From an optimization exercise on the open Yosys and OpenROAD flow, aimed at a short achievable clock period and few clock cycles per item; shortcuts taken in it are not production practice.
In this exercise RTL edits were held to simulation tests only and were not proved equivalent to the original.
Power is estimated from default activity; no workload was simulated.

==> flow/design.v (excerpt) <==
module pipelineCpu (
	input  logic           CLK,
	input  logic           RST,
	output cpuPkg::wordT   imemAddr,
	input  cpuPkg::wordT   imemData,
	output cpuPkg::wordT   dmemAddr,
	output cpuPkg::wordT   dmemWData,
	output logic           dmemRead,
	output logic           dmemWrite,
	input  cpuPkg::wordT   dmemRData,
	output logic           wbValid,
	output cpuPkg::regIdxT wbReg,
	output cpuPkg::wordT   wbData
);
clock: 6.2 ns
lec_check: 0
cap_margin: 20
core_margin: 2
core_utilization: 40
setup_slack_margin: 3.8
slew_margin: 20
standard.sh (not shown) runs the stock make flow with config.mk's settings and CLKGATE_MAP_FILE= SYNTH_SCRIPT=/design/flow/synth_recipe.tcl, a recipe that flattens the netlist after the stock synthesis.
==> flow/flow/run.sh <==
#!/bin/bash
# Standard layout, except that the combinational logic of the standard synthesis is
# mapped again by ABC with a delay-driven script before floorplanning. The standard
# synthesis's registers (cells and instance names) are kept as they are.
set -euo pipefail
W=$(pwd)
F=$W/flow
R=$W/orfs/results/$FLOW_PLATFORM/pipelineCpu/base
LIB=$FLOW_HOME/platforms/$FLOW_PLATFORM/lib/sky130_fd_sc_hd__tt_025C_1v80.lib
YOSYS=$(command -v yosys || true)
if [[ -z "$YOSYS" ]]; then YOSYS=$FLOW_HOME/../tools/install/yosys/bin/yosys; fi

# 1. the standard synthesis
bash standard.sh synth > $W/log_1_synth.txt 2>&1
cp $R/1_2_yosys.v $W/standard_synth.v

# 2. map the combinational logic again; registers stay as instances
SEQ=$(tr '\n' ' ' < $F/seqcells.txt)
DU=$(cat $F/dontuse.txt $F/resyn_avoid.txt | sed "s/^/-dont_use /" | tr "\n" " ")
printf 'set_driving_cell sky130_fd_sc_hd__buf_1\nset_load 5\n' > $W/resyn.constr
cat > $W/resyn.ys <<EOY
read_liberty -ignore_miss_func $LIB
setattr -mod -set keep_hierarchy 1 $SEQ
read_verilog $W/standard_synth.v
hierarchy -top $FLOW_TOP
flatten
opt_clean -purge
abc -script $F/resyn.abc -liberty $LIB $DU -constr $W/resyn.constr
opt_clean -purge
hilomap -singleton -hicell sky130_fd_sc_hd__conb_1 HI -locell sky130_fd_sc_hd__conb_1 LO
insbuf -buf sky130_fd_sc_hd__buf_4 A X
rename -hide w:*.*
opt_clean -purge
select $FLOW_TOP
write_verilog -noattr -nohex -nodec -selected $W/resyn.v
EOY
$YOSYS -l $W/log_2_resynth.txt -q $W/resyn.ys > /dev/null 2>&1

# the registers must be the standard synthesis's, instance for instance
regs() { grep -E '^ *sky130_fd_sc_hd__[a-z0-9_]+ ' "$1" | awk '{print $1, $2}' | grep -F -w -f $F/seqcells.txt | sort; }
if ! diff <(regs $W/standard_synth.v) <(regs $W/resyn.v) > $W/log_regdiff.txt; then
  echo "registers differ after remapping" >&2
  exit 1
fi
cp $W/resyn.v $R/1_2_yosys.v
touch $R/1_2_yosys.v

# 3. the rest of the standard layout
bash standard.sh > $W/log_3_layout.txt 2>&1
test -f $W/out/final.def
Other scripts of this flow, unchanged in this note and not shown: flow/flow/dontuse.txt, flow/flow/resyn.abc, flow/flow/resyn_avoid.txt, flow/flow/seqcells.txt
Testbench counts at the start, summed over its fixed seeds: cycles 10,564, instrs 10,210.
Change:
--- a/flow/design.v
+++ b/flow/design.v
@@ -135,12 +135,14 @@
 	logic        fdPUseRy;
 	logic        fdPRegWrite;
 	logic [2:0]  fdPDest;
 	logic        fdPIsLi;
 	logic        fdPCondNz;
 	logic        fdPBnez;
+	logic        fdPIsAddiu;
+	logic [15:0] fdNegImm;
 	logic        deRegWrite;
 	logic        deIsLoad;
 	logic        deIsStore;
 	logic        deIsCond;
 	logic        deBpUpd;
 	logic        deIsJr;
@@ -213,13 +215,12 @@
 	assign fIsB = fOp == 5'd12;
 	assign fIsCond = fOp == 5'd10 || fOp == 5'd11;
 	assign fIsJr = fOp == 5'd13;
 	assign fIsLi = fOp == 5'd7;
 	assign fJrHit = fIsJr && imemData[10:8] == liReg;
 	assign fFlip = bpCtr[pc[3:0]][1];
-	assign fPredT = fIsB || (fIsCond && (imemData[7] ^ fFlip)) || fJrHit;
 	logic [8:0]  lo8;
 	logic [11:0] lo11;
 	logic [7:0]  hi8Up;
 	logic [7:0]  hi8Down;
 	logic [4:0]  hi5Up;
 	logic [4:0]  hi5Down;
@@ -306,12 +307,14 @@
 			fdPUseRy <= pRegOp || fOp == 5'd9;
 			fdPRegWrite <= pRegOp || fOp == 5'd6 || fOp == 5'd7 || fOp == 5'd8;
 			fdPDest <= pRegOp ? imemData[4:2] : (fOp == 5'd8 ? imemData[7:5] : imemData[10:8]);
 			fdPIsLi <= fOp == 5'd7;
 			fdPCondNz <= fIsCond && imemData[7:0] != 8'd0;
 			fdPBnez <= fOp == 5'd11;
+			fdPIsAddiu <= fOp == 5'd6;
+			fdNegImm <= -{{8{imemData[7]}}, imemData[7:0]};
 			fdPcInc <= pcInc;
 			fdJrTarget <= liImm;
 			fdPredT <= fPredT;
 			fdBpIdx <= pc[3:0];
 		end
 	end
@@ -377,12 +380,20 @@
 	assign emZero = emResult == 16'd0;
 	assign dRxZero = (mwRegWrite && mwDest == dRx) ? mwZero : fdRxZero;
 	assign dZero = dRxEm ? exResZero : (dEmHit ? emZero : dRxZero);
 	assign dActualT = fdPBnez ? !dZero : dZero;
 	assign dRedirect = dCanResolve && (dActualT != fdPredT) && !redirect;
 	assign dRedirPc = fdPredT ? fdPcInc : dTarget;
+	logic        dResKnown;
+	logic        dResZero;
+	logic        fOnD;
+	assign dResKnown = dIsLi || (fdValid && fdPIsAddiu && !dRxEm && !dRxMw);
+	assign dResZero = fdPIsLi ? (fdInstr[7:0] == 8'd0) : (dRxVal == fdNegImm);
+	assign fOnD = dResKnown && fdPDest == imemData[10:8];
+	assign fPredT = fIsB || fJrHit ||
+		(fIsCond && (fOnD ? (imemData[11] ^ dResZero) : (imemData[7] ^ fFlip)));
 	assign stall = deIsLoad && ((dUseRx && dRx == deDest) || (dUseRy && dRy == deDest));
 	always_ff @(posedge CLK or negedge RST)
 	begin
 		if (!RST)
 		begin
 			deRegWrite <= 1'b0;
The new run finished with timing, DRC and antenna clean. Design area rises slightly. Sequential share of layout area grows by 1.2 points. Die area is higher by a few percent. Sequential cell count rises by 16. Global-route usage went up by 0.90 points. Via count is higher slightly. Non-clock buffer count drops by 4. Core utilization fell by 2.0 points. Power came out lower by a few percent.
Testbench counts after the change, summed over its fixed seeds: cycles 10,451, instrs 10,210.

[what the ideal ports hide]
The results above use ideal ports. As a check the final layouts listed here were re-extracted and re-timed, cells and wires unchanged.
Step 1 (the two cells are an assumption about what drives the block):
set clk [get_ports {CLK}]
set_driving_cell -lib_cell sky130_fd_sc_hd__clkbuf_16 $clk
set_driving_cell -lib_cell sky130_fd_sc_hd__buf_2 [delete_from_list [all_inputs] $clk]
Step 2, shift: input delay + t, output delay - t, t = (earliest + latest rising clock arrival at the registers) / 2. This alone moves slack from input paths to output paths.
a / b / c = no drivers / after step 1 / after step 2; a / b = the first two.
run	shift t [ns]	setup slack, ns	hold slack, ns	clock arrival spread, ns
the first run	0.683	3.478 / 3.480 / 2.819	0.327 / 0.327 / 0.327	0.032 / 0.033
the second run	0.701	3.294 / 3.294 / 2.673	0.325 / 0.325 / 0.325	0.021 / 0.022
After both steps every run listed still meets setup and hold. The setup slack of the first run, which loses most, moves by +0.002 ns with the drivers and by -0.659 ns with both steps.
